This is an optimization exercise on Yosys and OpenROAD, whose aim is small area, a short achievable clock period and few clock cycles per item, not a production implementation.
The RTL was checked by simulation tests, not by an equivalence proof against the original design.
Power and IR drop assume default switching activity.

### flow/flow/run.sh
#!/bin/bash
# The standard layout (standard.sh: the ORFS flow, standard synthesis included), with two
# changes: the input and output port buffers are the smallest plain buffer, buf_1, instead of the
# cell buffer_ports picks by itself (a 10 um2 delay buffer); and timing repair aims at a setup
# slack of 12.6 ns on the design's clock, so that it speeds up the critical paths.
set -euo pipefail
export BUFFER_PORTS_ARGS="-buffer_cell sky130_fd_sc_hd__buf_1"
export SETUP_SLACK_MARGIN=12.6
export TNS_END_PERCENT=0
bash standard.sh > standard_make.log 2>&1
### flow/standard.sh
#!/bin/bash
# synth_recipe.tcl (not shown) runs the flow's synth.tcl, then flattens the netlist and writes it again
# the make line also repeats each setting of config.mk as NAME=value (left out here)
make -C /OpenROAD-flow-scripts/flow DESIGN_CONFIG=/design/flow/config.mk WORK_HOME=/design/flow/orfs CLKGATE_MAP_FILE= SYNTH_SCRIPT=/design/flow/synth_recipe.tcl "${@:-finish}"
### flow/config.mk
export PLATFORM = sky130hd
export DESIGN_NAME = expu_accumulator
export DESIGN_NICKNAME = expu_accumulator
export VERILOG_FILES = /design/flow/design.v
export SDC_FILE = /design/flow/constraint.sdc
export NUM_CORES = 4
export LEC_CHECK = 0
export CAP_MARGIN = 20
export CORE_MARGIN = 2
export CORE_UTILIZATION = 40
export CTS_BUF_LIST = sky130_fd_sc_hd__clkbuf_4 sky130_fd_sc_hd__clkbuf_8
export SLEW_MARGIN = 20
export SYNTH_HIERARCHICAL = 1
### flow/constraint.sdc
create_clock -name core_clock -period 22.0 [get_ports {clk_i}]
set_input_delay 4.4000 -clock core_clock [delete_from_list [all_inputs] [get_ports {clk_i}]]
set_output_delay 4.4000 -clock core_clock [all_outputs]
set_load 0.01 [all_outputs]
### flow/design.v
module expu_fa (
    input  logic a,
    input  logic b,
    input  logic c,
    output logic s,
    output logic co
);
    assign s  = a ^ b ^ c;
    assign co = (a & b) | (a & c) | (b & c);
endmodule
module expu_ha (
    input  logic a,
    input  logic b,
    output logic s,
    output logic co
);
    assign s  = a ^ b;
    assign co = a & b;
endmodule
module expu_or8 (
    input  logic [7:0] a,
    output logic       y
);
    assign y = |a;
endmodule
module expu_add4_lo (
    input  logic [3:0] a,
    input  logic [3:0] b,
    output logic [3:0] s,
    output logic       co
);
    logic [3:0] p, g, c;
    logic       g32, p32, g10;
    for (genvar i = 0; i < 4; i++) begin : g_pg
        expu_ha u_pg (.a(a[i]), .b(b[i]), .s(p[i]), .co(g[i]));
    end
    assign g10  = g[1] | (p[1] & g[0]);
    assign g32  = g[3] | (p[3] & g[2]);
    assign p32  = p[3] & p[2];
    assign c[0] = g[0];
    assign c[1] = g10;
    assign c[2] = g[2] | (p[2] & c[1]);
    assign c[3] = g32 | (p32 & c[1]);
    assign s    = p ^ {c[2:0], 1'b0};
    assign co   = c[3];
endmodule
module expu_add4 (
    input  logic [3:0] a,
    input  logic [3:0] b,
    input  logic       ci,
    output logic [3:0] s,
    output logic       co
);
    logic [3:0] p, g, c;
    logic       g32, p32, g10, p10;
    for (genvar i = 0; i < 4; i++) begin : g_pg
        expu_ha u_pg (.a(a[i]), .b(b[i]), .s(p[i]), .co(g[i]));
    end
    assign g10  = g[1] | (p[1] & g[0]);
    assign p10  = p[1] & p[0];
    assign g32  = g[3] | (p[3] & g[2]);
    assign p32  = p[3] & p[2];
    assign c[0] = g[0] | (p[0] & ci);
    assign c[1] = g10 | (p10 & ci);
    assign c[2] = g[2] | (p[2] & c[1]);
    assign c[3] = g32 | (p32 & c[1]);
    assign s    = p ^ {c[2:0], ci};
    assign co   = c[3];
endmodule
module expu_add4_hi (
    input  logic [3:0] a,
    input  logic [3:0] b,
    input  logic       ci,
    input  logic       xi,
    output logic [3:0] s,
    output logic       co
);
    logic [3:0] p, g, c;
    logic       g32, p32, g10, p10;
    for (genvar i = 0; i < 4; i++) begin : g_pg
        expu_ha u_pg (.a(a[i]), .b(b[i]), .s(p[i]), .co(g[i]));
    end
    assign g10  = g[1] | (p[1] & g[0]);
    assign p10  = p[1] & p[0];
    assign g32  = g[3] | (p[3] & g[2]);
    assign p32  = p[3] & p[2];
    assign c[0] = g[0] | (p[0] & ci);
    assign c[1] = g10 | (p10 & ci);
    assign c[2] = g[2] | (p[2] & c[1]);
    assign c[3] = g32 | (p32 & c[1]);
    assign s    = p ^ {c[2:0], ci};
    assign co   = c[3] | xi;
endmodule
module expu_accumulator #(
    parameter int EXP_BITS  = 8,
    parameter int MANT_BITS = 7,
    parameter int N_ROWS    = 8,
    parameter int ACC_WIDTH = 32,
    parameter int ACC_FRAC  = 16,
    localparam int WIDTH    = EXP_BITS + MANT_BITS + 1
) (
    input  logic                      clk_i,
    input  logic                      rst_ni,
    input  logic                      clear_i,
    input  logic                      enable_i,
    input  logic                      valid_i,
    output logic                      ready_o,
    input  logic [N_ROWS-1:0]         strb_i,
    input  logic [N_ROWS*WIDTH-1:0]   op_i,
    input  logic                      last_i,
    output logic [ACC_WIDTH-1:0]      sum_o,
    output logic                      overflow_o,
    output logic                      valid_o,
    input  logic                      ready_i
);
    localparam int BLK   = 4;                   
    localparam int N_BLK = ACC_WIDTH / BLK;
    logic                 valid_q, part_q, ovf_q;
    logic [ACC_WIDTH-1:0] acc_q;                
    logic [N_BLK-1:1]     cy_q;                 
    logic                 handover, accept, keep;
    logic [N_ROWS-1:0]    lane_sat;
    logic [ACC_WIDTH-1:0] lane_val [N_ROWS];
    logic [ACC_WIDTH-1:0] acc_base, row_a, row_b, total;
    logic [N_BLK-1:1]     cy_base, cy_d;
    logic                 tree_high, ovf_early, ovf_d;
    logic [ACC_WIDTH-1:0] res;
    logic                 res_carry, res_ovf;
    assign handover = valid_q & ready_i & enable_i & ~clear_i;
    assign ready_o  = enable_i & ~clear_i & (~valid_q | ready_i);
    assign accept   = valid_i & ready_o;
    assign keep     = part_q | (valid_q & ~handover);
    assign acc_base = acc_q & {ACC_WIDTH{keep}};
    assign cy_base  = cy_q & {(N_BLK-1){keep}};
    for (genvar i = 0; i < N_ROWS; i++) begin : g_lane
        logic [15:0] x;
        logic [7:0]  e;
        logic        on;
        logic [8:0]  g;
        logic [10:0] h;
        logic [14:0] f;
        logic [4:0]  oh;
        assign x  = op_i[i*WIDTH +: WIDTH];
        assign e  = x[14:7];
        assign on = accept & strb_i[i] & ~x[15];
        assign lane_sat[i] = on & (e >= 8'd143);
        assign g[0] = x[0] & ~e[0];
        for (genvar k = 1; k < 7; k++) begin : g_g
            assign g[k] = e[0] ? x[k-1] : x[k];
        end
        assign g[7] = e[0] ? x[6] : 1'b1;
        assign g[8] = e[0];
        for (genvar k = 0; k < 11; k++) begin : g_h
            if (k < 2)      assign h[k] = g[k] & ~e[1];
            else if (k < 9) assign h[k] = e[1] ? g[k-2] : g[k];
            else            assign h[k] = g[k-2] & e[1];
        end
        for (genvar k = 0; k < 15; k++) begin : g_f
            if (k < 4)       assign f[k] = h[k] & ~e[2];
            else if (k < 11) assign f[k] = e[2] ? h[k-4] : h[k];
            else             assign f[k] = h[k-4] & e[2];
        end
        assign oh[0] = on & (e == 8'd111);
        assign oh[1] = on & (e[7:3] == 5'd14);
        assign oh[2] = on & (e[7:3] == 5'd15);
        assign oh[3] = on & (e[7:3] == 5'd16);
        assign oh[4] = on & (e[7:3] == 5'd17) & (e[2:0] != 3'd7);
        for (genvar j = 0; j < ACC_WIDTH; j++) begin : g_val
            logic t;
            always_comb begin
                t = 1'b0;
                for (int k = 0; k < 5; k++)
                    if (j + 14 - 8*k >= 0 && j + 14 - 8*k <= 14) t = t | (oh[k] & f[j + 14 - 8*k]);
            end
            assign lane_val[i][j] = t;
        end
    end
    logic ts0, tc0, ts1, tc1, ts2, tc2, ts3, tc3, ts4, tc4, ts5, tc5;
    logic ts6, tc6, ts7, tc7, ts8, tc8, ts9, tc9, ts10, tc10, ts11, tc11;
    logic ts12, tc12, ts13, tc13, ts14, tc14, ts15, tc15, ts16, tc16, ts17, tc17;
    logic ts18, tc18, ts19, tc19, ts20, tc20, ts21, tc21, ts22, tc22, ts23, tc23;
    logic ts24, tc24, ts25, tc25, ts26, tc26, ts27, tc27, ts28, tc28, ts29, tc29;
    logic ts30, tc30, ts31, tc31, ts32, tc32, ts33, tc33, ts34, tc34, ts35, tc35;
    logic ts36, tc36, ts37, tc37, ts38, tc38, ts39, tc39, ts40, tc40, ts41, tc41;
    logic ts42, tc42, ts43, tc43, ts44, tc44, ts45, tc45, ts46, tc46, ts47, tc47;
    logic ts48, tc48, ts49, tc49, ts50, tc50, ts51, tc51, ts52, tc52, ts53, tc53;
    logic ts54, tc54, ts55, tc55, ts56, tc56, ts57, tc57, ts58, tc58, ts59, tc59;
    logic ts60, tc60, ts61, tc61, ts62, tc62, ts63, tc63, ts64, tc64, ts65, tc65;
    logic ts66, tc66, ts67, tc67, ts68, tc68, ts69, tc69, ts70, tc70, ts71, tc71;
    logic ts72, tc72, ts73, tc73, ts74, tc74, ts75, tc75, ts76, tc76, ts77, tc77;
    logic ts78, tc78, ts79, tc79, ts80, tc80, ts81, tc81, ts82, tc82, ts83, tc83;
    logic ts84, tc84, ts85, tc85, ts86, tc86, ts87, tc87, ts88, tc88, ts89, tc89;
    logic ts90, tc90, ts91, tc91, ts92, tc92, ts93, tc93, ts94, tc94, ts95, tc95;
    logic ts96, tc96, ts97, tc97, ts98, tc98, ts99, tc99, ts100, tc100, ts101, tc101;
    logic ts102, tc102, ts103, tc103, ts104, tc104, ts105, tc105, ts106, tc106, ts107, tc107;
    logic ts108, tc108, ts109, tc109, ts110, tc110, ts111, tc111, ts112, tc112, ts113, tc113;
    logic ts114, tc114, ts115, tc115, ts116, tc116, ts117, tc117, ts118, tc118, ts119, tc119;
    logic ts120, tc120, ts121, tc121, ts122, tc122, ts123, tc123, ts124, tc124, ts125, tc125;
    logic ts126, tc126, ts127, tc127, ts128, tc128, ts129, tc129, ts130, tc130, ts131, tc131;
    logic ts132, tc132, ts133, tc133, ts134, tc134, ts135, tc135, ts136, tc136, ts137, tc137;
    logic ts138, tc138, ts139, tc139, ts140, tc140, ts141, tc141, ts142, tc142, ts143, tc143;
    logic ts144, tc144, ts145, tc145, ts146, tc146, ts147, tc147, ts148, tc148, ts149, tc149;
    logic ts150, tc150, ts151, tc151, ts152, tc152, ts153, tc153, ts154, tc154, ts155, tc155;
    logic ts156, tc156, ts157, tc157, ts158, tc158, ts159, tc159, ts160, tc160, ts161, tc161;
    logic ts162, tc162, ts163, tc163, ts164, tc164, ts165, tc165, ts166, tc166, ts167, tc167;
    logic ts168, tc168, ts169, tc169, ts170, tc170, ts171, tc171, ts172, tc172, ts173, tc173;
    logic ts174, tc174, ts175, tc175, ts176, tc176, ts177, tc177, ts178, tc178, ts179, tc179;
    logic ts180, tc180, ts181, tc181, ts182, tc182, ts183, tc183, ts184, tc184, ts185, tc185;
    logic ts186, tc186, ts187, tc187, ts188, tc188, ts189, tc189, ts190, tc190, ts191, tc191;
    logic ts192, tc192, ts193, tc193, ts194, tc194, ts195, tc195, ts196, tc196, ts197, tc197;
    logic ts198, tc198, ts199, tc199, ts200, tc200, ts201, tc201, ts202, tc202, ts203, tc203;
    logic ts204, tc204, ts205, tc205, ts206, tc206, ts207, tc207, ts208, tc208, ts209, tc209;
    logic ts210, tc210, ts211, tc211, ts212, tc212, ts213, tc213, ts214, tc214, ts215, tc215;
    logic ts216, tc216, ts217, tc217, ts218, tc218, ts219, tc219, ts220, tc220, ts221, tc221;
    expu_fa u_fa0 (.a(lane_val[0][0]), .b(lane_val[1][0]), .c(lane_val[2][0]), .s(ts0), .co(tc0));
    expu_ha u_ha1 (.a(lane_val[3][0]), .b(lane_val[4][0]), .s(ts1), .co(tc1));
    expu_fa u_fa2 (.a(lane_val[0][1]), .b(lane_val[1][1]), .c(lane_val[2][1]), .s(ts2), .co(tc2));
    expu_fa u_fa3 (.a(lane_val[3][1]), .b(lane_val[4][1]), .c(lane_val[5][1]), .s(ts3), .co(tc3));
    expu_ha u_ha4 (.a(lane_val[6][1]), .b(lane_val[7][1]), .s(ts4), .co(tc4));
    expu_fa u_fa5 (.a(lane_val[0][2]), .b(lane_val[1][2]), .c(lane_val[2][2]), .s(ts5), .co(tc5));
    expu_fa u_fa6 (.a(lane_val[3][2]), .b(lane_val[4][2]), .c(lane_val[5][2]), .s(ts6), .co(tc6));
    expu_fa u_fa7 (.a(lane_val[6][2]), .b(lane_val[7][2]), .c(acc_base[2]), .s(ts7), .co(tc7));
    expu_fa u_fa8 (.a(lane_val[0][3]), .b(lane_val[1][3]), .c(lane_val[2][3]), .s(ts8), .co(tc8));
    expu_fa u_fa9 (.a(lane_val[3][3]), .b(lane_val[4][3]), .c(lane_val[5][3]), .s(ts9), .co(tc9));
    expu_fa u_fa10 (.a(lane_val[6][3]), .b(lane_val[7][3]), .c(acc_base[3]), .s(ts10), .co(tc10));
    expu_fa u_fa11 (.a(lane_val[0][4]), .b(lane_val[1][4]), .c(lane_val[2][4]), .s(ts11), .co(tc11));
    expu_fa u_fa12 (.a(lane_val[3][4]), .b(lane_val[4][4]), .c(lane_val[5][4]), .s(ts12), .co(tc12));
    expu_fa u_fa13 (.a(lane_val[6][4]), .b(lane_val[7][4]), .c(acc_base[4]), .s(ts13), .co(tc13));
    expu_fa u_fa14 (.a(lane_val[0][5]), .b(lane_val[1][5]), .c(lane_val[2][5]), .s(ts14), .co(tc14));
    expu_fa u_fa15 (.a(lane_val[3][5]), .b(lane_val[4][5]), .c(lane_val[5][5]), .s(ts15), .co(tc15));
    expu_fa u_fa16 (.a(lane_val[6][5]), .b(lane_val[7][5]), .c(acc_base[5]), .s(ts16), .co(tc16));
    expu_fa u_fa17 (.a(lane_val[0][6]), .b(lane_val[1][6]), .c(lane_val[2][6]), .s(ts17), .co(tc17));
    expu_fa u_fa18 (.a(lane_val[3][6]), .b(lane_val[4][6]), .c(lane_val[5][6]), .s(ts18), .co(tc18));
    expu_fa u_fa19 (.a(lane_val[6][6]), .b(lane_val[7][6]), .c(acc_base[6]), .s(ts19), .co(tc19));
    expu_fa u_fa20 (.a(lane_val[0][7]), .b(lane_val[1][7]), .c(lane_val[2][7]), .s(ts20), .co(tc20));
    expu_fa u_fa21 (.a(lane_val[3][7]), .b(lane_val[4][7]), .c(lane_val[5][7]), .s(ts21), .co(tc21));
    expu_fa u_fa22 (.a(lane_val[6][7]), .b(lane_val[7][7]), .c(acc_base[7]), .s(ts22), .co(tc22));
    expu_fa u_fa23 (.a(lane_val[0][8]), .b(lane_val[1][8]), .c(lane_val[2][8]), .s(ts23), .co(tc23));
    expu_fa u_fa24 (.a(lane_val[3][8]), .b(lane_val[4][8]), .c(lane_val[5][8]), .s(ts24), .co(tc24));
    expu_fa u_fa25 (.a(lane_val[6][8]), .b(lane_val[7][8]), .c(acc_base[8]), .s(ts25), .co(tc25));
    expu_fa u_fa26 (.a(lane_val[0][9]), .b(lane_val[1][9]), .c(lane_val[2][9]), .s(ts26), .co(tc26));
    expu_fa u_fa27 (.a(lane_val[3][9]), .b(lane_val[4][9]), .c(lane_val[5][9]), .s(ts27), .co(tc27));
    expu_fa u_fa28 (.a(lane_val[6][9]), .b(lane_val[7][9]), .c(acc_base[9]), .s(ts28), .co(tc28));
    expu_fa u_fa29 (.a(lane_val[0][10]), .b(lane_val[1][10]), .c(lane_val[2][10]), .s(ts29), .co(tc29));
    expu_fa u_fa30 (.a(lane_val[3][10]), .b(lane_val[4][10]), .c(lane_val[5][10]), .s(ts30), .co(tc30));
    expu_fa u_fa31 (.a(lane_val[6][10]), .b(lane_val[7][10]), .c(acc_base[10]), .s(ts31), .co(tc31));
    expu_fa u_fa32 (.a(lane_val[0][11]), .b(lane_val[1][11]), .c(lane_val[2][11]), .s(ts32), .co(tc32));
    expu_fa u_fa33 (.a(lane_val[3][11]), .b(lane_val[4][11]), .c(lane_val[5][11]), .s(ts33), .co(tc33));
    expu_fa u_fa34 (.a(lane_val[6][11]), .b(lane_val[7][11]), .c(acc_base[11]), .s(ts34), .co(tc34));
    expu_fa u_fa35 (.a(lane_val[0][12]), .b(lane_val[1][12]), .c(lane_val[2][12]), .s(ts35), .co(tc35));
    expu_fa u_fa36 (.a(lane_val[3][12]), .b(lane_val[4][12]), .c(lane_val[5][12]), .s(ts36), .co(tc36));
    expu_fa u_fa37 (.a(lane_val[6][12]), .b(lane_val[7][12]), .c(acc_base[12]), .s(ts37), .co(tc37));
    expu_fa u_fa38 (.a(lane_val[0][13]), .b(lane_val[1][13]), .c(lane_val[2][13]), .s(ts38), .co(tc38));
    expu_fa u_fa39 (.a(lane_val[3][13]), .b(lane_val[4][13]), .c(lane_val[5][13]), .s(ts39), .co(tc39));
    expu_fa u_fa40 (.a(lane_val[6][13]), .b(lane_val[7][13]), .c(acc_base[13]), .s(ts40), .co(tc40));
    expu_fa u_fa41 (.a(lane_val[0][14]), .b(lane_val[1][14]), .c(lane_val[2][14]), .s(ts41), .co(tc41));
    expu_fa u_fa42 (.a(lane_val[3][14]), .b(lane_val[4][14]), .c(lane_val[5][14]), .s(ts42), .co(tc42));
    expu_fa u_fa43 (.a(lane_val[6][14]), .b(lane_val[7][14]), .c(acc_base[14]), .s(ts43), .co(tc43));
    expu_fa u_fa44 (.a(lane_val[0][15]), .b(lane_val[1][15]), .c(lane_val[2][15]), .s(ts44), .co(tc44));
    expu_fa u_fa45 (.a(lane_val[3][15]), .b(lane_val[4][15]), .c(lane_val[5][15]), .s(ts45), .co(tc45));
    expu_fa u_fa46 (.a(lane_val[6][15]), .b(lane_val[7][15]), .c(acc_base[15]), .s(ts46), .co(tc46));
    expu_fa u_fa47 (.a(lane_val[0][16]), .b(lane_val[1][16]), .c(lane_val[2][16]), .s(ts47), .co(tc47));
    expu_fa u_fa48 (.a(lane_val[3][16]), .b(lane_val[4][16]), .c(lane_val[5][16]), .s(ts48), .co(tc48));
    expu_fa u_fa49 (.a(lane_val[6][16]), .b(lane_val[7][16]), .c(acc_base[16]), .s(ts49), .co(tc49));
    expu_fa u_fa50 (.a(lane_val[0][17]), .b(lane_val[1][17]), .c(lane_val[2][17]), .s(ts50), .co(tc50));
    expu_fa u_fa51 (.a(lane_val[3][17]), .b(lane_val[4][17]), .c(lane_val[5][17]), .s(ts51), .co(tc51));
    expu_fa u_fa52 (.a(lane_val[6][17]), .b(lane_val[7][17]), .c(acc_base[17]), .s(ts52), .co(tc52));
    expu_fa u_fa53 (.a(lane_val[0][18]), .b(lane_val[1][18]), .c(lane_val[2][18]), .s(ts53), .co(tc53));
    expu_fa u_fa54 (.a(lane_val[3][18]), .b(lane_val[4][18]), .c(lane_val[5][18]), .s(ts54), .co(tc54));
    expu_fa u_fa55 (.a(lane_val[6][18]), .b(lane_val[7][18]), .c(acc_base[18]), .s(ts55), .co(tc55));
    expu_fa u_fa56 (.a(lane_val[0][19]), .b(lane_val[1][19]), .c(lane_val[2][19]), .s(ts56), .co(tc56));
    expu_fa u_fa57 (.a(lane_val[3][19]), .b(lane_val[4][19]), .c(lane_val[5][19]), .s(ts57), .co(tc57));
    expu_fa u_fa58 (.a(lane_val[6][19]), .b(lane_val[7][19]), .c(acc_base[19]), .s(ts58), .co(tc58));
    expu_fa u_fa59 (.a(lane_val[0][20]), .b(lane_val[1][20]), .c(lane_val[2][20]), .s(ts59), .co(tc59));
    expu_fa u_fa60 (.a(lane_val[3][20]), .b(lane_val[4][20]), .c(lane_val[5][20]), .s(ts60), .co(tc60));
    expu_fa u_fa61 (.a(lane_val[6][20]), .b(lane_val[7][20]), .c(acc_base[20]), .s(ts61), .co(tc61));
    expu_fa u_fa62 (.a(lane_val[0][21]), .b(lane_val[1][21]), .c(lane_val[2][21]), .s(ts62), .co(tc62));
    expu_fa u_fa63 (.a(lane_val[3][21]), .b(lane_val[4][21]), .c(lane_val[5][21]), .s(ts63), .co(tc63));
    expu_fa u_fa64 (.a(lane_val[6][21]), .b(lane_val[7][21]), .c(acc_base[21]), .s(ts64), .co(tc64));
    expu_fa u_fa65 (.a(lane_val[0][22]), .b(lane_val[1][22]), .c(lane_val[2][22]), .s(ts65), .co(tc65));
    expu_fa u_fa66 (.a(lane_val[3][22]), .b(lane_val[4][22]), .c(lane_val[5][22]), .s(ts66), .co(tc66));
    expu_fa u_fa67 (.a(lane_val[6][22]), .b(lane_val[7][22]), .c(acc_base[22]), .s(ts67), .co(tc67));
    expu_fa u_fa68 (.a(lane_val[0][23]), .b(lane_val[1][23]), .c(lane_val[2][23]), .s(ts68), .co(tc68));
    expu_fa u_fa69 (.a(lane_val[3][23]), .b(lane_val[4][23]), .c(lane_val[5][23]), .s(ts69), .co(tc69));
    expu_fa u_fa70 (.a(lane_val[6][23]), .b(lane_val[7][23]), .c(acc_base[23]), .s(ts70), .co(tc70));
    expu_fa u_fa71 (.a(lane_val[0][24]), .b(lane_val[1][24]), .c(lane_val[2][24]), .s(ts71), .co(tc71));
    expu_fa u_fa72 (.a(lane_val[3][24]), .b(lane_val[4][24]), .c(lane_val[5][24]), .s(ts72), .co(tc72));
    expu_fa u_fa73 (.a(lane_val[6][24]), .b(lane_val[7][24]), .c(acc_base[24]), .s(ts73), .co(tc73));
    expu_fa u_fa74 (.a(lane_val[0][25]), .b(lane_val[1][25]), .c(lane_val[2][25]), .s(ts74), .co(tc74));
    expu_fa u_fa75 (.a(lane_val[3][25]), .b(lane_val[4][25]), .c(lane_val[5][25]), .s(ts75), .co(tc75));
    expu_fa u_fa76 (.a(lane_val[6][25]), .b(lane_val[7][25]), .c(acc_base[25]), .s(ts76), .co(tc76));
    expu_fa u_fa77 (.a(lane_val[0][26]), .b(lane_val[1][26]), .c(lane_val[2][26]), .s(ts77), .co(tc77));
    expu_fa u_fa78 (.a(lane_val[3][26]), .b(lane_val[4][26]), .c(lane_val[5][26]), .s(ts78), .co(tc78));
    expu_fa u_fa79 (.a(lane_val[6][26]), .b(lane_val[7][26]), .c(acc_base[26]), .s(ts79), .co(tc79));
    expu_fa u_fa80 (.a(lane_val[0][27]), .b(lane_val[1][27]), .c(lane_val[2][27]), .s(ts80), .co(tc80));
    expu_fa u_fa81 (.a(lane_val[3][27]), .b(lane_val[4][27]), .c(lane_val[5][27]), .s(ts81), .co(tc81));
    expu_fa u_fa82 (.a(lane_val[6][27]), .b(lane_val[7][27]), .c(acc_base[27]), .s(ts82), .co(tc82));
    expu_fa u_fa83 (.a(lane_val[0][28]), .b(lane_val[1][28]), .c(lane_val[2][28]), .s(ts83), .co(tc83));
    expu_fa u_fa84 (.a(lane_val[3][28]), .b(lane_val[4][28]), .c(lane_val[5][28]), .s(ts84), .co(tc84));
    expu_fa u_fa85 (.a(lane_val[6][28]), .b(lane_val[7][28]), .c(acc_base[28]), .s(ts85), .co(tc85));
    expu_fa u_fa86 (.a(lane_val[0][29]), .b(lane_val[1][29]), .c(lane_val[2][29]), .s(ts86), .co(tc86));
    expu_fa u_fa87 (.a(lane_val[3][29]), .b(lane_val[4][29]), .c(lane_val[5][29]), .s(ts87), .co(tc87));
    expu_fa u_fa88 (.a(lane_val[6][29]), .b(lane_val[7][29]), .c(acc_base[29]), .s(ts88), .co(tc88));
    expu_fa u_fa89 (.a(lane_val[0][30]), .b(lane_val[1][30]), .c(lane_val[2][30]), .s(ts89), .co(tc89));
    expu_fa u_fa90 (.a(lane_val[3][30]), .b(lane_val[4][30]), .c(lane_val[5][30]), .s(ts90), .co(tc90));
    expu_fa u_fa91 (.a(lane_val[6][30]), .b(lane_val[7][30]), .c(acc_base[30]), .s(ts91), .co(tc91));
    expu_fa u_fa92 (.a(lane_val[0][31]), .b(lane_val[1][31]), .c(lane_val[2][31]), .s(ts92), .co(tc92));
    expu_fa u_fa93 (.a(lane_val[3][31]), .b(lane_val[4][31]), .c(lane_val[5][31]), .s(ts93), .co(tc93));
    expu_fa u_fa94 (.a(lane_val[6][31]), .b(lane_val[7][31]), .c(acc_base[31]), .s(ts94), .co(tc94));
    expu_fa u_fa95 (.a(ts0), .b(ts1), .c(lane_val[5][0]), .s(ts95), .co(tc95));
    expu_fa u_fa96 (.a(tc0), .b(tc1), .c(ts2), .s(ts96), .co(tc96));
    expu_ha u_ha97 (.a(ts3), .b(ts4), .s(ts97), .co(tc97));
    expu_fa u_fa98 (.a(tc2), .b(tc3), .c(tc4), .s(ts98), .co(tc98));
    expu_fa u_fa99 (.a(ts5), .b(ts6), .c(ts7), .s(ts99), .co(tc99));
    expu_fa u_fa100 (.a(tc5), .b(tc6), .c(tc7), .s(ts100), .co(tc100));
    expu_fa u_fa101 (.a(ts8), .b(ts9), .c(ts10), .s(ts101), .co(tc101));
    expu_fa u_fa102 (.a(tc8), .b(tc9), .c(tc10), .s(ts102), .co(tc102));
    expu_fa u_fa103 (.a(ts11), .b(ts12), .c(ts13), .s(ts103), .co(tc103));
    expu_fa u_fa104 (.a(tc11), .b(tc12), .c(tc13), .s(ts104), .co(tc104));
    expu_fa u_fa105 (.a(ts14), .b(ts15), .c(ts16), .s(ts105), .co(tc105));
    expu_fa u_fa106 (.a(tc14), .b(tc15), .c(tc16), .s(ts106), .co(tc106));
    expu_fa u_fa107 (.a(ts17), .b(ts18), .c(ts19), .s(ts107), .co(tc107));
    expu_fa u_fa108 (.a(tc17), .b(tc18), .c(tc19), .s(ts108), .co(tc108));
    expu_fa u_fa109 (.a(ts20), .b(ts21), .c(ts22), .s(ts109), .co(tc109));
    expu_fa u_fa110 (.a(tc20), .b(tc21), .c(tc22), .s(ts110), .co(tc110));
    expu_fa u_fa111 (.a(ts23), .b(ts24), .c(ts25), .s(ts111), .co(tc111));
    expu_fa u_fa112 (.a(tc23), .b(tc24), .c(tc25), .s(ts112), .co(tc112));
    expu_fa u_fa113 (.a(ts26), .b(ts27), .c(ts28), .s(ts113), .co(tc113));
    expu_fa u_fa114 (.a(tc26), .b(tc27), .c(tc28), .s(ts114), .co(tc114));
    expu_fa u_fa115 (.a(ts29), .b(ts30), .c(ts31), .s(ts115), .co(tc115));
    expu_fa u_fa116 (.a(tc29), .b(tc30), .c(tc31), .s(ts116), .co(tc116));
    expu_fa u_fa117 (.a(ts32), .b(ts33), .c(ts34), .s(ts117), .co(tc117));
    expu_fa u_fa118 (.a(tc32), .b(tc33), .c(tc34), .s(ts118), .co(tc118));
    expu_fa u_fa119 (.a(ts35), .b(ts36), .c(ts37), .s(ts119), .co(tc119));
    expu_fa u_fa120 (.a(tc35), .b(tc36), .c(tc37), .s(ts120), .co(tc120));
    expu_fa u_fa121 (.a(ts38), .b(ts39), .c(ts40), .s(ts121), .co(tc121));
    expu_fa u_fa122 (.a(tc38), .b(tc39), .c(tc40), .s(ts122), .co(tc122));
    expu_fa u_fa123 (.a(ts41), .b(ts42), .c(ts43), .s(ts123), .co(tc123));
    expu_fa u_fa124 (.a(tc41), .b(tc42), .c(tc43), .s(ts124), .co(tc124));
    expu_fa u_fa125 (.a(ts44), .b(ts45), .c(ts46), .s(ts125), .co(tc125));
    expu_fa u_fa126 (.a(tc44), .b(tc45), .c(tc46), .s(ts126), .co(tc126));
    expu_fa u_fa127 (.a(ts47), .b(ts48), .c(ts49), .s(ts127), .co(tc127));
    expu_fa u_fa128 (.a(tc47), .b(tc48), .c(tc49), .s(ts128), .co(tc128));
    expu_fa u_fa129 (.a(ts50), .b(ts51), .c(ts52), .s(ts129), .co(tc129));
    expu_fa u_fa130 (.a(tc50), .b(tc51), .c(tc52), .s(ts130), .co(tc130));
    expu_fa u_fa131 (.a(ts53), .b(ts54), .c(ts55), .s(ts131), .co(tc131));
    expu_fa u_fa132 (.a(tc53), .b(tc54), .c(tc55), .s(ts132), .co(tc132));
    expu_fa u_fa133 (.a(ts56), .b(ts57), .c(ts58), .s(ts133), .co(tc133));
    expu_fa u_fa134 (.a(tc56), .b(tc57), .c(tc58), .s(ts134), .co(tc134));
    expu_fa u_fa135 (.a(ts59), .b(ts60), .c(ts61), .s(ts135), .co(tc135));
    expu_fa u_fa136 (.a(tc59), .b(tc60), .c(tc61), .s(ts136), .co(tc136));
    expu_fa u_fa137 (.a(ts62), .b(ts63), .c(ts64), .s(ts137), .co(tc137));
    expu_fa u_fa138 (.a(tc62), .b(tc63), .c(tc64), .s(ts138), .co(tc138));
    expu_fa u_fa139 (.a(ts65), .b(ts66), .c(ts67), .s(ts139), .co(tc139));
    expu_fa u_fa140 (.a(tc65), .b(tc66), .c(tc67), .s(ts140), .co(tc140));
    expu_fa u_fa141 (.a(ts68), .b(ts69), .c(ts70), .s(ts141), .co(tc141));
    expu_fa u_fa142 (.a(tc68), .b(tc69), .c(tc70), .s(ts142), .co(tc142));
    expu_fa u_fa143 (.a(ts71), .b(ts72), .c(ts73), .s(ts143), .co(tc143));
    expu_fa u_fa144 (.a(tc71), .b(tc72), .c(tc73), .s(ts144), .co(tc144));
    expu_fa u_fa145 (.a(ts74), .b(ts75), .c(ts76), .s(ts145), .co(tc145));
    expu_fa u_fa146 (.a(tc74), .b(tc75), .c(tc76), .s(ts146), .co(tc146));
    expu_fa u_fa147 (.a(ts77), .b(ts78), .c(ts79), .s(ts147), .co(tc147));
    expu_fa u_fa148 (.a(tc77), .b(tc78), .c(tc79), .s(ts148), .co(tc148));
    expu_fa u_fa149 (.a(ts80), .b(ts81), .c(ts82), .s(ts149), .co(tc149));
    expu_fa u_fa150 (.a(tc80), .b(tc81), .c(tc82), .s(ts150), .co(tc150));
    expu_fa u_fa151 (.a(ts83), .b(ts84), .c(ts85), .s(ts151), .co(tc151));
    expu_fa u_fa152 (.a(tc83), .b(tc84), .c(tc85), .s(ts152), .co(tc152));
    expu_fa u_fa153 (.a(ts86), .b(ts87), .c(ts88), .s(ts153), .co(tc153));
    expu_fa u_fa154 (.a(tc86), .b(tc87), .c(tc88), .s(ts154), .co(tc154));
    expu_fa u_fa155 (.a(ts89), .b(ts90), .c(ts91), .s(ts155), .co(tc155));
    expu_fa u_fa156 (.a(tc89), .b(tc90), .c(tc91), .s(ts156), .co(tc156));
    expu_fa u_fa157 (.a(ts92), .b(ts93), .c(ts94), .s(ts157), .co(tc157));
    expu_ha u_ha158 (.a(ts95), .b(lane_val[6][0]), .s(ts158), .co(tc158));
    expu_fa u_fa159 (.a(tc95), .b(ts96), .c(ts97), .s(ts159), .co(tc159));
    expu_fa u_fa160 (.a(tc96), .b(tc97), .c(ts98), .s(ts160), .co(tc160));
    expu_fa u_fa161 (.a(tc98), .b(tc99), .c(ts100), .s(ts161), .co(tc161));
    expu_fa u_fa162 (.a(tc100), .b(tc101), .c(ts102), .s(ts162), .co(tc162));
    expu_fa u_fa163 (.a(tc102), .b(tc103), .c(ts104), .s(ts163), .co(tc163));
    expu_fa u_fa164 (.a(tc104), .b(tc105), .c(ts106), .s(ts164), .co(tc164));
    expu_fa u_fa165 (.a(tc106), .b(tc107), .c(ts108), .s(ts165), .co(tc165));
    expu_fa u_fa166 (.a(tc108), .b(tc109), .c(ts110), .s(ts166), .co(tc166));
    expu_fa u_fa167 (.a(tc110), .b(tc111), .c(ts112), .s(ts167), .co(tc167));
    expu_fa u_fa168 (.a(tc112), .b(tc113), .c(ts114), .s(ts168), .co(tc168));
    expu_fa u_fa169 (.a(tc114), .b(tc115), .c(ts116), .s(ts169), .co(tc169));
    expu_fa u_fa170 (.a(tc116), .b(tc117), .c(ts118), .s(ts170), .co(tc170));
    expu_fa u_fa171 (.a(tc118), .b(tc119), .c(ts120), .s(ts171), .co(tc171));
    expu_fa u_fa172 (.a(tc120), .b(tc121), .c(ts122), .s(ts172), .co(tc172));
    expu_fa u_fa173 (.a(tc122), .b(tc123), .c(ts124), .s(ts173), .co(tc173));
    expu_fa u_fa174 (.a(tc124), .b(tc125), .c(ts126), .s(ts174), .co(tc174));
    expu_fa u_fa175 (.a(tc126), .b(tc127), .c(ts128), .s(ts175), .co(tc175));
    expu_fa u_fa176 (.a(tc128), .b(tc129), .c(ts130), .s(ts176), .co(tc176));
    expu_fa u_fa177 (.a(tc130), .b(tc131), .c(ts132), .s(ts177), .co(tc177));
    expu_fa u_fa178 (.a(tc132), .b(tc133), .c(ts134), .s(ts178), .co(tc178));
    expu_fa u_fa179 (.a(tc134), .b(tc135), .c(ts136), .s(ts179), .co(tc179));
    expu_fa u_fa180 (.a(tc136), .b(tc137), .c(ts138), .s(ts180), .co(tc180));
    expu_fa u_fa181 (.a(tc138), .b(tc139), .c(ts140), .s(ts181), .co(tc181));
    expu_fa u_fa182 (.a(tc140), .b(tc141), .c(ts142), .s(ts182), .co(tc182));
    expu_fa u_fa183 (.a(tc142), .b(tc143), .c(ts144), .s(ts183), .co(tc183));
    expu_fa u_fa184 (.a(tc144), .b(tc145), .c(ts146), .s(ts184), .co(tc184));
    expu_fa u_fa185 (.a(tc146), .b(tc147), .c(ts148), .s(ts185), .co(tc185));
    expu_fa u_fa186 (.a(tc148), .b(tc149), .c(ts150), .s(ts186), .co(tc186));
    expu_fa u_fa187 (.a(tc150), .b(tc151), .c(ts152), .s(ts187), .co(tc187));
    expu_fa u_fa188 (.a(tc152), .b(tc153), .c(ts154), .s(ts188), .co(tc188));
    expu_fa u_fa189 (.a(tc154), .b(tc155), .c(ts156), .s(ts189), .co(tc189));
    expu_ha u_ha190 (.a(ts158), .b(lane_val[7][0]), .s(ts190), .co(tc190));
    expu_fa u_fa191 (.a(tc158), .b(ts159), .c(acc_base[1]), .s(ts191), .co(tc191));
    expu_fa u_fa192 (.a(tc159), .b(ts160), .c(ts99), .s(ts192), .co(tc192));
    expu_fa u_fa193 (.a(tc160), .b(ts161), .c(ts101), .s(ts193), .co(tc193));
    expu_fa u_fa194 (.a(tc161), .b(ts162), .c(ts103), .s(ts194), .co(tc194));
    expu_fa u_fa195 (.a(tc162), .b(ts163), .c(ts105), .s(ts195), .co(tc195));
    expu_fa u_fa196 (.a(tc163), .b(ts164), .c(ts107), .s(ts196), .co(tc196));
    expu_fa u_fa197 (.a(tc164), .b(ts165), .c(ts109), .s(ts197), .co(tc197));
    expu_fa u_fa198 (.a(tc165), .b(ts166), .c(ts111), .s(ts198), .co(tc198));
    expu_fa u_fa199 (.a(tc166), .b(ts167), .c(ts113), .s(ts199), .co(tc199));
    expu_fa u_fa200 (.a(tc167), .b(ts168), .c(ts115), .s(ts200), .co(tc200));
    expu_fa u_fa201 (.a(tc168), .b(ts169), .c(ts117), .s(ts201), .co(tc201));
    expu_fa u_fa202 (.a(tc169), .b(ts170), .c(ts119), .s(ts202), .co(tc202));
    expu_fa u_fa203 (.a(tc170), .b(ts171), .c(ts121), .s(ts203), .co(tc203));
    expu_fa u_fa204 (.a(tc171), .b(ts172), .c(ts123), .s(ts204), .co(tc204));
    expu_fa u_fa205 (.a(tc172), .b(ts173), .c(ts125), .s(ts205), .co(tc205));
    expu_fa u_fa206 (.a(tc173), .b(ts174), .c(ts127), .s(ts206), .co(tc206));
    expu_fa u_fa207 (.a(tc174), .b(ts175), .c(ts129), .s(ts207), .co(tc207));
    expu_fa u_fa208 (.a(tc175), .b(ts176), .c(ts131), .s(ts208), .co(tc208));
    expu_fa u_fa209 (.a(tc176), .b(ts177), .c(ts133), .s(ts209), .co(tc209));
    expu_fa u_fa210 (.a(tc177), .b(ts178), .c(ts135), .s(ts210), .co(tc210));
    expu_fa u_fa211 (.a(tc178), .b(ts179), .c(ts137), .s(ts211), .co(tc211));
    expu_fa u_fa212 (.a(tc179), .b(ts180), .c(ts139), .s(ts212), .co(tc212));
    expu_fa u_fa213 (.a(tc180), .b(ts181), .c(ts141), .s(ts213), .co(tc213));
    expu_fa u_fa214 (.a(tc181), .b(ts182), .c(ts143), .s(ts214), .co(tc214));
    expu_fa u_fa215 (.a(tc182), .b(ts183), .c(ts145), .s(ts215), .co(tc215));
    expu_fa u_fa216 (.a(tc183), .b(ts184), .c(ts147), .s(ts216), .co(tc216));
    expu_fa u_fa217 (.a(tc184), .b(ts185), .c(ts149), .s(ts217), .co(tc217));
    expu_fa u_fa218 (.a(tc185), .b(ts186), .c(ts151), .s(ts218), .co(tc218));
    expu_fa u_fa219 (.a(tc186), .b(ts187), .c(ts153), .s(ts219), .co(tc219));
    expu_fa u_fa220 (.a(tc187), .b(ts188), .c(ts155), .s(ts220), .co(tc220));
    expu_fa u_fa221 (.a(tc188), .b(ts189), .c(ts157), .s(ts221), .co(tc221));
    assign row_a = {tc220, tc219, tc218, tc217, tc216, tc215, tc214, tc213, tc212, tc211, tc210, tc209, tc208, tc207, tc206, tc205, tc204, tc203, tc202, tc201, tc200, tc199, tc198, tc197, tc196, tc195, tc194, tc193, tc192, tc191, tc190, ts190};
    assign row_b = {ts221, ts220, ts219, ts218, ts217, ts216, ts215, ts214, ts213, ts212, ts211, ts210, ts209, ts208, ts207, ts206, ts205, ts204, ts203, ts202, ts201, ts200, ts199, ts198, ts197, ts196, ts195, ts194, ts193, ts192, ts191, acc_base[0]};
    expu_or8 u_high (.a({tc221, tc189, tc157, tc156, tc94, tc93, tc92, ovf_early}), .y(tree_high));
    assign ovf_early = (keep & ovf_q) | (|lane_sat);
    for (genvar k = 0; k < N_BLK; k++) begin : g_blk
        if (k == 0) begin : g_lo
            expu_add4_lo u_add (
                .a  (row_a[BLK*k +: BLK]),
                .b  (row_b[BLK*k +: BLK]),
                .s  (total[BLK*k +: BLK]),
                .co (cy_d[k+1])
            );
        end else if (k < N_BLK - 1) begin : g_mid
            expu_add4 u_add (
                .a  (row_a[BLK*k +: BLK]),
                .b  (row_b[BLK*k +: BLK]),
                .ci (cy_base[k]),
                .s  (total[BLK*k +: BLK]),
                .co (cy_d[k+1])
            );
        end else begin : g_hi
            expu_add4_hi u_add (
                .a  (row_a[BLK*k +: BLK]),
                .b  (row_b[BLK*k +: BLK]),
                .ci (cy_base[k]),
                .xi (tree_high),
                .s  (total[BLK*k +: BLK]),
                .co (ovf_d)
            );
        end
    end
    always_ff @(posedge clk_i or negedge rst_ni) begin
        if (!rst_ni) begin
            valid_q <= 1'b0;
            part_q  <= 1'b0;
            ovf_q   <= 1'b0;
        end else if (clear_i) begin
            valid_q <= 1'b0;
            part_q  <= 1'b0;
            ovf_q   <= ovf_d;
        end else begin
            if (accept) begin
                valid_q <= last_i;
                part_q  <= ~last_i;
            end else if (handover) begin
                valid_q <= 1'b0;
            end
            ovf_q <= ovf_d;
        end
    end
    always_ff @(posedge clk_i) begin
        acc_q <= total;
        cy_q  <= cy_d;
    end
    always_comb begin
        logic [ACC_WIDTH-1:0] cy_vec;
        cy_vec = '0;
        for (int k = 1; k < N_BLK; k++) cy_vec[BLK*k] = cy_q[k];
        {res_carry, res} = {1'b0, acc_q} + {1'b0, cy_vec};
    end
    assign res_ovf = ovf_q | res_carry;
    assign sum_o      = res | {ACC_WIDTH{res_ovf}};
    assign overflow_o = res_ovf;
    assign valid_o    = valid_q;
endmodule
==> metrics.md, run 1 <==
| Metric | Value |
|---|---|
| Status | `finished clean` |
| NetSw | `0.101 mW` |
| DRT antenna net count | `0` |
| WL final | `around 45000 µm` |
| Non-Filler Instances | `between 1500 and 2000` |
| Core footprint | `slightly above 0.03 mm²` |
| Cell count after placement | `roughly 1900` |
| GP Congestion | `1.01` |
| Initial Util | `0.406` |
| Gate power share | `0.425` |
| 1st-iter DRT viols | `about 1200` |
| CP max FO | `3` |
| Post-synth top flop | `dfxtp_1` |
| # DRC | `0` |
| Vias | `approximately 11000` |
| Die extent in x | `between 150 and 200 µm` |
| Sinks on Clock Net | `42` |
| Register area share after synthesis | `0.0691` |
| Top sig layer | `met4` |
| First-pass GRT wire length | `between 60000 and 70000 µm` |
| # IOs | `between 150 and 200` |
| Max Freq | `between 100 and 150 MHz` |
| Port buffer count | `177` |
| Cell internal pwr | `0.144 mW` |
| Initial antenna violation count | `0` |
| Worst-case reg-to-reg path depth | `13` |
| Final instance area | `between 0.01 and 0.015 mm²` |
| Metal2 WL | `19700 µm` |
| CTS Buffer Depth | `2` |
| Pwr Total | `roughly 0.25 mW` |
| Hold path depth | `2` |
| Final setup violation count | `0` |
| Row count | `between 60 and 70` |
| CP Class | `primary input to output port` |
| Hold Fails Final Rpt | `0` |
| Final setup TNS | `0 ns` |
| Crit path arrival time | `approximately 4.9 ns` |
| Worst slew pin tran | `~0.94 ns` |
| Pwr per Cell Area | `between 15 and 20 mW/mm²` |
| Layout cells sized above 1 | `0.0584` |
| Commonest non-fill, non-tap cell in the layout | `fa_1` |
| Worst clock skew | `0.00745 ns` |
| Min Tclk post-route | `roughly 9.3 ns` |
| CP startpoint kind | `primary input` |
| Met3 Routed Length | `about 3200 µm` |
| GRT Resource Usage Total | `0.275` |
| Hold Path Class | `flip-flop to flip-flop` |
| Crit end category | `output port` |
| Yosys warnings | `9` |
| Skew-Pair Late Insertion Delay | `0.30 ns` |
| First-pass iteration count of the detailed router | `6` |
| Syn nets | `~1800` |
| Worst VDD drop | `0.0000148 V` |
| DP Area | `0.0132 mm²` |
| Ant diodes | `0` |
| Tcrit/Tclk final | `0.424` |
| Clock-pin slew on the worst setup and hold paths | `about 0.09 ns` |
| Commonest non-fill, non-tap cells in the layout | `fa_1 (217), nor2_1 (206), buf_1 (175)` |
| Area grow syn2layout | `8.31%` |
| H-tree depth | `2` |
| TritonCTS Buffers | `5` |
| Max-Cap Viols | `0` |
| Met1 wire length | `slightly below 20000 µm` |
| Required @ worst endpoint | `17.60 ns` |
| Vias per cell | `a little under 6` |
| Number of synthesized flops with an enable pin | `0` |
| Register bit count reported by yosys | `between 40 and 50` |
| Largest net degree at the start of global routing | `41` |
| Die area | `approximately 0.032 mm²` |
| Synthesized area | `about 0.012 mm²` |
| Area contributors post-synth | `fa_1 (35%), o22ai_1 (8.3%), dfxtp_1 (6.3%), nor2_1 (6.3%), ha_1 (6.2%)` |
| Count of cell types in the netlist | `63` |
| Synth async-reset ratio | `0.0714` |
| Flop pwr share | `0.317` |
| Unrepaired setup endpoints after global routing | `yes` |
| Area leader, netlist | `fa_1` |
| Clock power frac | `0.258` |
| Sw frac | `0.411` |
| Clock Root Buffer | `clkbuf_8` |
| Cells after synthesis | `~1400` |
| Layout net count | `1943` |
| Top cell type's share of synthesized area | `0.351` |
| Max-slew violations | `0` |
| Mapped Avg Cell Area | `between 8 and 9 µm²` |
| Global route total overflow | `0` |
| Vias in the first global route | `~12000` |
| Detailed Place HPWL | `between 30000 and 40000 µm` |
| Die height | `~180 µm` |
| Fill cells | `about 3000` |
| DR WL/cell | `between 20 and 25 µm` |
| Pleak | `roughly 6.3 nW` |
| Worst slew margin | `0.356` |
| TritonCTS clock tree | `done` |
==> Yosys stat by module (local to each module, per instance) <==
module,cell area [µm²],times used,cells,flip-flops and latches
expu_add4_lo,70.1,1,9,0
expu_fa,20.0,217,1,0
expu_accumulator,6890,1,1067,42
expu_add4_hi,81.3,1,11,0
expu_add4,86.3,6,11,0
expu_ha,12.5,37,1,0
expu_or8,16.3,1,3,0
==> layer usage <==
layer | track usage | vias up
li1 | - | 5233
met1 | 0.389 | 5609
met2 | 0.440 | 498
met3 | 0.0271 | 90
met4 | 0.0969 | 0
met5 | 0 | -
==> synthesized netlist by cell type, types with 36 or more instances <==
library cell,number
nand2_1,114
nand3_1,36
fa_1,217
dfxtp_1,39
ha_1,61
nor2b_1,45
nand2b_1,37
a21oi_1,56
mux2i_1,64
o22ai_1,165
clkbuf_1,54
nor2_1,208
==> cell type report <==
type / instances / area, µm² / share of cell area
Inverter: 21 / 78.8 / 0.00588
Timing Repair Buffer: 180 / 702 / 0.0523
Clock inverter: 3 / 43.8 / 0.00326
Sequential cell: 42 / 856 / 0.0638
Tap cell: 396 / 495 / 0.0369
Clock buffer: 5 / 68.8 / 0.00513
Multi-Input combinational cell: 1272 / 11200 / 0.833
==> worst max-delay path, stage by stage <==
cell and delay (ns):
buf_1 0.09, nand2b_4 0.16, a21oi_1 0.12, clkbuf_2 0.15
==> timing repair <==
action	CTS	global route
endpoints found under the setup margin	3	28
pin swaps	0	1
buffers inserted	0	0
gates resized for setup	2	23
gates cloned	0	1
hold buffers	0	0
==> flip-flops by register name, indices dropped and copies added (netlist names) <==
name / cells
acc_q: 32
cy_q: 7
ovf_q: 1
part_q: 1
valid_q: 1
==> cell families after synthesis <==
| logic type | after synthesis | share of synthesized area |
|---|---|---|
| AOI/OAI and AO/OA | 315 | 0.161 |
| xor gates and xnor gates | 36 | 0.0255 |
| adders and majority gates | 278 | 0.412 |
| buffers and inverters | 97 | 0.0378 |
| DFF | 42 | 0.0691 |
| muxes | 90 | 0.0763 |
| and+or+nand+nor | 552 | 0.218 |
==> power by group through the flow <==
stage	Combinational (mW)	Clock (mW)	Sequential, mW
3_5_place_dp	0.101	0	0.0794
6_report	0.104	0.0634	0.0777
4_1_cts	0.102	0.0652	0.0776
2_1_floorplan	0.0634	0	0.0791
5_1_grt	0.114	0.0673	0.0778
3_3_place_gp	0.100	0	0.0794
==> stage by stage <==
| step | hold slack [ns] | setup WS (ns) | utilization |
|---|---|---|---|
| global placement | 0.582 | 12.25 | 0.432 |
| CTS | 0.620 | 12.58 | 0.436 |
| floorplan | 0.537 | 12.86 | - |
| global route | 0.657 | 12.59 | 0.440 |
| finish | 0.605 | 12.67 | 0.440 |
| detailed placement | 0.596 | 12.22 | 0.432 |
==> worst paths after layout <==
kind,slack (ns),to,start
max,12.67,ready_o,clear_i
min,0.60,acc_q[0],acc_q[0]
max reg2reg,16.50,ovf_q,valid_q
min reg2reg,0.60,acc_q[0],acc_q[0]
max in group asynchronous,17.91,part_q,rst_ni
min in group asynchronous,3.91,valid_q,rst_ni
Testbench counts, summed over its fixed seeds: cycles 4,808, items 4,800.
==> inputs of run 2 (changes only) <==
--- a/flow/flow/run.sh
+++ b/flow/flow/run.sh
@@ -6,5 +6,5 @@
 set -euo pipefail
 export BUFFER_PORTS_ARGS="-buffer_cell sky130_fd_sc_hd__buf_1"
 export SETUP_SLACK_MARGIN=12.6
-export TNS_END_PERCENT=0
+export TNS_END_PERCENT=30
 bash standard.sh > standard_make.log 2>&1
==> run 2 against run 1 <==
  * Still clean
  * Clock skew unchanged
  * Flip-flop and latch count unchanged
  * Critical path depth unchanged
  * Area after synthesis unchanged
  * Worst setup slack did not move
  * Via count unchanged
  * Sequential power hardly changed
  * Power stayed put
  * Maximum frequency unchanged
  * Combinational power about the same
  * Wire length did not move
  * Non-clock buffer count unchanged
  * Critical path type unchanged
  * Critical endpoint unchanged
==> metrics.md, run 2 <==
| Metric | Value |
|---|---|
| Status | `finished clean` |
| Final core occ | `0.440 (unchanged)` |
| Initial antenna violation count | `0 (unchanged)` |
| CTS Buffer Depth | `2 (unchanged)` |
| Non-Filler Instances | `1919 (unchanged)` |
| Cell count after placement | `1910 (unchanged)` |
| Sinks on Clock Net | `42 (unchanged)` |
| Max Freq | `107 MHz (unchanged)` |
| TritonCTS Buffers | `5 (unchanged)` |
| RR Endpoint | `ovf_q` |
| WL final | `44500 µm (unchanged)` |
| # IOs | `178 (unchanged)` |
| Vias in the first global route | `11500 (unchanged)` |
| FF-to-FF setup slack | `16.50 ns (about the same)` |
| 1st-iter DRT viols | `1244 (unchanged)` |
| Clock power frac | `0.258 (about the same)` |
| Hold Fails Final Rpt | `0 (unchanged)` |
| Sw frac | `0.411 (unchanged)` |
| Hold path depth | `2 (unchanged)` |
| Register area share after synthesis | `0.0691 (unchanged)` |
| Required @ worst endpoint | `17.60 ns (about the same)` |
| Hold Buf Count CTS | `0 (unchanged)` |
| Hold Path Class | `flip-flop to flip-flop` |
| Worst slew margin | `0.356 (unchanged)` |
| Area contributors post-synth | `fa_1 (35%), o22ai_1 (8.3%), dfxtp_1 (6.3%), nor2_1 (6.3%), ha_1 (6.2%)` |
| Commonest non-fill, non-tap cells in the layout | `fa_1 (217), nor2_1 (206), buf_1 (175)` |
| Largest regs | `acc_q: 32 flops, cy_q: 7 flops` |
| Commonest non-fill, non-tap cell in the layout | `fa_1` |
| Post-synth top flop | `dfxtp_1` |
| Row count | `64 (unchanged)` |
| Flop pwr share | `0.317 (about the same)` |
| Layout cells sized above 1 | `0.0584 (unchanged)` |
| DRT antenna net count | `0 (unchanged)` |
| Synthesized area | `0.0124 mm² (unchanged)` |
| Initial Util | `0.406 (unchanged)` |
| Synth cell count leaders | `fa_1 (217), nor2_1 (208), o22ai_1 (165)` |
| Detailed Place HPWL | `38800 µm (unchanged)` |
| Global route total overflow | `0 (unchanged)` |
| Crit end category | `output port` |
| Core footprint | `0.0305 mm² (unchanged)` |
| First-pass iteration count of the detailed router | `6 (unchanged)` |
| Min Tclk post-route | `9.33 ns (unchanged)` |
| CP startpoint kind | `primary input` |
| Cell internal pwr | `0.144 mW (unchanged)` |
| Cells after synthesis | `1410 (unchanged)` |
| CP Class | `primary input to output port` |
| Number of synthesized flops with an enable pin | `0 (unchanged)` |
| Die extent in x | `180 µm (unchanged)` |
| GRT Resource Usage Total | `0.275 (unchanged)` |
| Clock Root Buffer | `clkbuf_8` |
| Layout net count | `1943 (unchanged)` |
| Yosys warnings | `9 (unchanged)` |
| DR WL/cell | `23.2 µm (unchanged)` |
| NetSw | `0.101 mW (unchanged)` |
| Register bit count reported by yosys | `42 (unchanged)` |
| Die height | `180 µm (unchanged)` |
| Register area | `856 µm² (unchanged)` |
| Max reg flops | `32 (unchanged)` |
| Final setup TNS | `0 ns (unchanged)` |
| Syn nets | `1831 (unchanged)` |
| H-tree depth | `2 (unchanged)` |
| Mapped Avg Cell Area | `8.78 µm² (unchanged)` |
| Skew-Pair Late Insertion Delay | `0.30 ns (about the same)` |
| Top reg by flops | `acc_q` |
| Largest net degree at the start of global routing | `41 (unchanged)` |
| HP Start | `acc_q[0]` |
| Pleak | `6.28 nW (unchanged)` |
| Vias per cell | `5.96 (unchanged)` |
| Area of the multi-input gates | `0.0112 mm² (unchanged)` |
| GP Congestion | `1.01 (unchanged)` |
| Most frequent cell after synthesis | `fa_1` |
| Ant diodes | `0 (unchanged)` |
| Port buffer count | `177 (unchanged)` |
| Clock-pin slew on the worst setup and hold paths | `0.09 ns (about the same)` |
| Area leader, netlist | `fa_1` |
| Tcrit/Tclk final | `0.424 (unchanged)` |
| Unrepaired setup endpoints after global routing | `yes` |
| Final setup violation count | `0 (unchanged)` |
| Max-slew violations | `0 (unchanged)` |
| Worst clock skew | `0.00745 ns (unchanged)` |
| Die area | `0.0324 mm² (unchanged)` |
| Count of cell types in the netlist | `63 (unchanged)` |
| Pwr per Cell Area | `18.3 mW/mm² (unchanged)` |
| Hold path endpoint | `acc_q[0]` |
| TritonCTS clock tree | `done` |
| # DRC | `0 (unchanged)` |
| Area grow syn2layout | `8.31% (unchanged)` |
| Gate power share | `0.425 (about the same)` |
| Fill cells | `3087 (unchanged)` |
| First-pass GRT wire length | `68200 µm (unchanged)` |
| Crit path arrival time | `4.93 ns (about the same)` |
| Worst slew pin tran | `0.941 ns (unchanged)` |
| Synth async-reset ratio | `0.0714 (unchanged)` |
| Worst-case reg-to-reg path depth | `13 (unchanged)` |
| Vias | `11400 (unchanged)` |
| Max-Cap Viols | `0 (unchanged)` |
| CP max FO | `3 (unchanged)` |
| Worst VDD drop | `0.0000148 V (unchanged)` |
| Crit Reg-Reg Startpoint | `valid_q` |
| Top cell type's share of synthesized area | `0.351 (unchanged)` |
## run 2: stage by stage
stage	power (mW)	worst slack, ns	hold WS (ns)	instance area, µm²
after floorplan	0.142	12.86	0.537	12400
after global placement	0.179	12.25	0.582	13200
after detailed placement	0.180	12.22	0.596	13200
after CTS	0.244	12.58	0.620	13300
after global routing	0.259	12.59	0.657	13400
final	0.245	12.67	0.605	13400
## run 2: how the worst max path moves through the flow
stage                     slack, ns        end  startpoint
final                         12.67    ready_o     clear_i
after global routing          12.59  acc_q[15]     clear_i
after CTS                     12.58  acc_q[31]    enable_i
after global placement        12.25  acc_q[19]     clear_i
after detailed placement      12.22  acc_q[19]     clear_i
after floorplan               12.86    ready_o     clear_i
## run 2: cell type report
class,instances,share of cell area
clock buffer,5,0.00513
clock inverter,3,0.00326
inverter,21,0.00588
multi-input combinational,1272,0.833
sequential,42,0.0638
tap,396,0.0369
timing repair buffer,180,0.0523
## run 2: logic make-up after synthesis
| kind of cell | count (synthesis) | synth area share |
|---|---|---|
| compound gates | 315 | 0.161 |
| fa+ha+maj | 278 | 0.412 |
| buf+inv | 97 | 0.0378 |
| mux | 90 | 0.0763 |
| xor+xnor | 36 | 0.0255 |
| flops | 42 | 0.0691 |
| simple gates | 552 | 0.218 |
## run 2: critical path, stage by stage
cell	delay (ns)
buf_1	0.09
nand2b_4	0.16
a21oi_1	0.12
clkbuf_2	0.15
## run 2: Yosys stat by module (local to each module, per instance)
module	flops+latches	copies in the design	area, µm²	cells inside
expu_accumulator	42	1	6890	1067
expu_add4	0	6	86.3	11
expu_fa	0	217	20.0	1
expu_ha	0	37	12.5	1
expu_add4_hi	0	1	81.3	11
expu_or8	0	1	16.3	3
expu_add4_lo	0	1	70.1	9
## run 2: power groups by stage
stage / clock network, mW / logic, mW / registers (mW)
3_5_place_dp: 0 / 0.101 / 0.0794
6_report: 0.0634 / 0.104 / 0.0777
4_1_cts: 0.0652 / 0.102 / 0.0776
2_1_floorplan: 0 / 0.0634 / 0.0791
5_1_grt: 0.0673 / 0.114 / 0.0778
3_3_place_gp: 0 / 0.100 / 0.0794
## run 2: timing repair
action,4_1_cts,5_1_grt
pin swaps,0,1
setup endpoints to repair,3,28
buffers inserted,0,0
cloned,0,1
gates resized for setup,2,23
## run 2: layer usage
metal | up-vias | global-route usage | wire [µm]
met2 | 498 | 0.440 | 19700
met3 | 90 | 0.0271 | 3190
met5 | - | 0 | 0
met4 | 0 | 0.0969 | 1950
met1 | 5609 | 0.389 | 19700
li1 | 5233 | - | -
==> inputs of run 3 (changes only) <==
--- a/flow/flow/run.sh
+++ b/flow/flow/run.sh
@@ -6,5 +6,4 @@
 set -euo pipefail
 export BUFFER_PORTS_ARGS="-buffer_cell sky130_fd_sc_hd__buf_1"
 export SETUP_SLACK_MARGIN=12.6
-export TNS_END_PERCENT=30
 bash standard.sh > standard_make.log 2>&1
--- a/flow/config.mk
+++ b/flow/config.mk
@@ -9,5 +9,6 @@
 export CORE_MARGIN = 2
 export CORE_UTILIZATION = 40
 export CTS_BUF_LIST = sky130_fd_sc_hd__clkbuf_4 sky130_fd_sc_hd__clkbuf_8
+export GPL_TIMING_DRIVEN = 0
 export SLEW_MARGIN = 20
 export SYNTH_HIERARCHICAL = 1
==> run 3 against run 2 <==
  * Final area is 4.2% higher
  * Worst setup slack worse by 0.0059 ns
  * Area after synthesis stayed put
  * Register-to-register slack improved by 0.05 ns
  * Clock skew shrank 0.0014 ns
  * Sequential share of layout area down 0.26 points
  * Via count is 1.7% higher
  * Sequential power about the same
  * Global-route usage is 0.66 points higher
  * Critical endpoint unchanged
  * Largest power group unchanged
  * Highest routed layer unchanged
==> metrics.md, run 3 <==
| Metric | Value |
|---|---|
| CTS Buffer Depth | `2 (unchanged)` |
| DRT antenna net count | `0 (unchanged)` |
| First-pass GRT wire length | `69000 µm (+1.3%)` |
| Sinks on Clock Net | `42 (unchanged)` |
| Worst VDD drop | `0.0000230 V (+55%)` |
| Required @ worst endpoint | `17.60 ns (about the same)` |
| Crit-path max cell delay | `0.17 ns (about the same)` |
| GRT Resource Usage Total | `0.282 (+0.00664)` |
| RR Endpoint | `acc_q[19]` |
| Vias in the first global route | `11200 (-2.4%)` |
| Vias | `11600 (+1.7%)` |
| Count of cell types in the netlist | `63 (unchanged)` |
| Fill cells | `3081 (-0.19%)` |
| Post-synth top flop | `dfxtp_1` |
| Crit path arrival time | `4.93 ns (about the same)` |
| TritonCTS Buffers | `5 (unchanged)` |
| CP max FO | `3 (unchanged)` |
| Pwr per Cell Area | `17.4 mW/mm² (-5.0%)` |
| Top cell type's share of synthesized area | `0.351 (unchanged)` |
| Core footprint | `0.0305 mm² (unchanged)` |
| Die height | `180 µm (unchanged)` |
| Skew-Pair Late Insertion Delay | `0.32 ns (+0.02 ns)` |
| WL final | `45800 µm (+2.9%)` |
| Commonest non-fill, non-tap cells in the layout | `fa_1 (215), nor2_1 (200), buf_1 (169)` |
| Die area | `0.0324 mm² (unchanged)` |
| Commonest non-fill, non-tap cell in the layout | `fa_1` |
| H-tree depth | `2 (unchanged)` |
| Worst slew margin | `0.344 (-0.0117)` |
| Syn nets | `1831 (unchanged)` |
| Hold Fails Final Rpt | `0 (unchanged)` |
| Critical Path, Cell by Cell | `buf_1 > nand2b_4 > a21oi_1 > buf_1` |
| CP startpoint kind | `primary input` |
| CP endpoint | `ready_o` |
| Status | `finished clean` |
| Synthesized area | `0.0124 mm² (unchanged)` |
| Cells after synthesis | `1410 (unchanged)` |
| Synth async-reset ratio | `0.0714 (unchanged)` |
| Place WS | `11.63 ns (-0.596 ns)` |
| Hold Path Class | `flip-flop to flip-flop` |
| Crit Reg-Reg Startpoint | `valid_q` |
| Max-slew violations | `0 (unchanged)` |
| Row count | `64 (unchanged)` |
| DR WL/cell | `23.0 µm (-0.92%)` |
| Max-Cap Viols | `0 (unchanged)` |
| Delay-heaviest family, CP | `buffers and inverters` |
| Area contributors post-synth | `fa_1 (35%), o22ai_1 (8.3%), dfxtp_1 (6.3%), nor2_1 (6.3%), ha_1 (6.2%)` |
| Global route total overflow | `0 (unchanged)` |
| Register bit count reported by yosys | `42 (unchanged)` |
| Final setup TNS | `0 ns (unchanged)` |
| PnR worst setup slack | `12.67 ns (-0.00590 ns)` |
| Layout net count | `2017 (+3.8%)` |
| Final setup violation count | `0 (unchanged)` |
| Die extent in x | `180 µm (unchanged)` |
| Max reg flops | `32 (unchanged)` |
| Crit end category | `output port` |
| Vias per cell | `5.83 (-2.1%)` |
| Initial Util | `0.406 (unchanged)` |
| Layout cells sized above 1 | `0.0952 (+0.0367)` |
| CP Class | `primary input to output port` |
| FF-to-FF setup slack | `16.55 ns (+0.05 ns)` |
| Area leader, netlist | `fa_1` |
| Pleak | `6.49 nW (+3.4%)` |
| Crit path buf inv count | `2 (unchanged)` |
| Min Tclk post-route | `9.33 ns (+0.00590 ns)` |
| Initial antenna violation count | `0 (unchanged)` |
| Worst clock skew | `0.00608 ns (-0.00137 ns)` |
| Area of the multi-input gates | `0.0113 mm² (+1.4%)` |
| Largest net degree at the start of global routing | `17 (-59%)` |
| Detailed Place HPWL | `40100 µm (+3.5%)` |
| Synth cell count leaders | `fa_1 (217), nor2_1 (208), o22ai_1 (165)` |
| Worst slew pin tran | `0.959 ns (+0.0171 ns)` |
| First-pass iteration count of the detailed router | `7 (+1)` |
| Top reg by flops | `acc_q` |
| Most frequent cell after synthesis | `fa_1` |
| Tcrit/Tclk final | `0.424 (about the same)` |
| GP Congestion | `1.00 (-0.60%)` |
| Port buffer count | `169 (-4.5%)` |
| Clock Root Buffer | `clkbuf_8` |
| Ant diodes | `0 (unchanged)` |
| Number of synthesized flops with an enable pin | `0 (unchanged)` |
| Largest regs | `acc_q: 32 flops, cy_q: 7 flops` |
| 1st-iter DRT viols | `993 (-20%)` |
| Area grow syn2layout | `12.9%` |
| # DRC | `0 (unchanged)` |
| CP max stage cell | `buf_1` |
| Register area share after synthesis | `0.0691 (unchanged)` |
| Register area | `856 µm² (unchanged)` |
| Worst-case reg-to-reg path depth | `18 (+5)` |
| Clock-pin slew on the worst setup and hold paths | `0.10 ns (about the same)` |
| WP depth | `4 (unchanged)` |
| # IOs | `178 (unchanged)` |
| Max Freq | `107 MHz (about the same)` |
| Mapped Avg Cell Area | `8.78 µm² (unchanged)` |
| Unrepaired setup endpoints after global routing | `yes` |
| Yosys warnings | `9 (unchanged)` |
| Worst Setup SP | `clear_i` |
| Crit path top cell by count | `buf_1` |
| TritonCTS clock tree | `done` |
==> run 3: cells by family (layout without fill, tap and decap cells) <==
| logic type | Yosys count | after routing | synth area share |
|---|---|---|---|
| compound gates | 315 | 315 | 0.161 |
| mux | 90 | 90 | 0.0763 |
| simple gates | 552 | 552 | 0.218 |
| xor+xnor | 36 | 36 | 0.0255 |
| fa+ha+maj | 278 | 278 | 0.412 |
| buf+inv | 97 | 284 | 0.0378 |
| flops | 42 | 42 | 0.0691 |
==> run 3: cell type report <==
class                   count  area share
well taps                 396      0.0354
flip-flops and latches     42      0.0612
repair buffers            179      0.0516
multi-input cells        1271       0.810
inverters                  21     0.00564
clock buffers               5     0.00492
plain buffers              76      0.0289
clock inverters             3     0.00206
==> run 3: worst min-delay path by stage <==
stage,startpoint,endpoint,depth (start not counted)
final,part_q,part_q,2
after global routing,part_q,part_q,2
after CTS,part_q,part_q,2
after detailed placement,part_q,part_q,2
after global placement,part_q,part_q,2
after floorplan,part_q,part_q,2
==> run 3: stage by stage <==
stage	util	total power [mW]	hold slack, ns	cells	cell area [µm²]
detailed placement	0.443	0.181	0.569	1976	13500
CTS	0.450	0.242	0.583	1987	13700
finish	0.458	0.243	0.576	1993	14000
global route	0.458	0.258	0.631	1993	14000
global placement	0.443	0.179	0.560	1975	13500
floorplan	-	0.142	0.537	1410	12400
==> run 3: timing repair <==
action / CTS / global route
gates resized for setup: 14 / 59
buffers inserted: 3 / 6
endpoints found under the setup margin: 33 / 24
hold buffers: 0 / 0
pin swaps: 3 / 5
==> run 3: worst reg2reg max path, cell delays in order, from the launching register on <==
cell and delay (ns):
dfrtp_1 0.45, a211oi_4 0.32, buf_8 0.20, nand4b_1 0.14, or4_1 0.47, or2_1 0.24, clkbuf_1 0.16, buf_6 0.17
o22ai_1 0.28, fa_1 0.55, fa_1 0.45, fa_1 0.55, fa_1 0.42, ha_1 0.34, a21oi_2 0.16, nand2_2 0.07
ha_1 0.17, nor2_1 0.11, xnor2_1 0.13
==> run 3: per-module statistics from Yosys (local to each module, per instance) <==
module            flops+latches  cell area [µm²]  copies in the design  cells inside
expu_accumulator             42             6890                     1          1067
expu_add4                     0             86.3                     6            11
expu_add4_hi                  0             81.3                     1            11
expu_add4_lo                  0             70.1                     1             9
expu_fa                       0             20.0                   217             1
expu_or8                      0             16.3                     1             3
expu_ha                       0             12.5                    37             1
==> run 3: metal layers <==
| metal | up-vias | wire length (µm) | global-route usage |
|---|---|---|---|
| li1 | 5376 | - | - |
| met1 | 5708 | 20800 | 0.406 |
| met2 | 478 | 20400 | 0.445 |
| met3 | 61 | 2990 | 0.0265 |
| met4 | 0 | 1720 | 0.0956 |
| met5 | - | 0 | 0 |
==> run 3: power breakdown <==
| part | switching (mW) | leakage (nW) | internal (mW) | total [mW] |
|---|---|---|---|---|
| combinational | 0.0711 | 6.09 | 0.0350 | 0.106 |
| sequential | 0.000763 | 0.355 | 0.0768 | 0.0776 |
| clock | 0.0354 | 0.0506 | 0.0239 | 0.0593 |

==> port drivers added, routing unchanged <==
How much do the figures lean on ideal ports? The routed layouts below were timed once more, with nothing changed but the port constraints. Step 1 sets driving cells, clkbuf_16 on the clock port and buf_2 on the other inputs (assumed; they add their load-dependent delay and slew). Step 2 also shifts input and output timing later by t, the mid clock arrival at the registers, as if the neighbouring blocks saw the same clock. Three values: ideal ports, drivers, drivers and shift; two values: the first two.
run	t (ns)	setup slack, ns
run 1	0.340	12.671 / 12.651 / 12.408
run 2	0.340	12.671 / 12.651 / 12.408
run 3	0.354	12.665 / 12.641 / 12.435
After both steps every run listed still meets setup and hold.
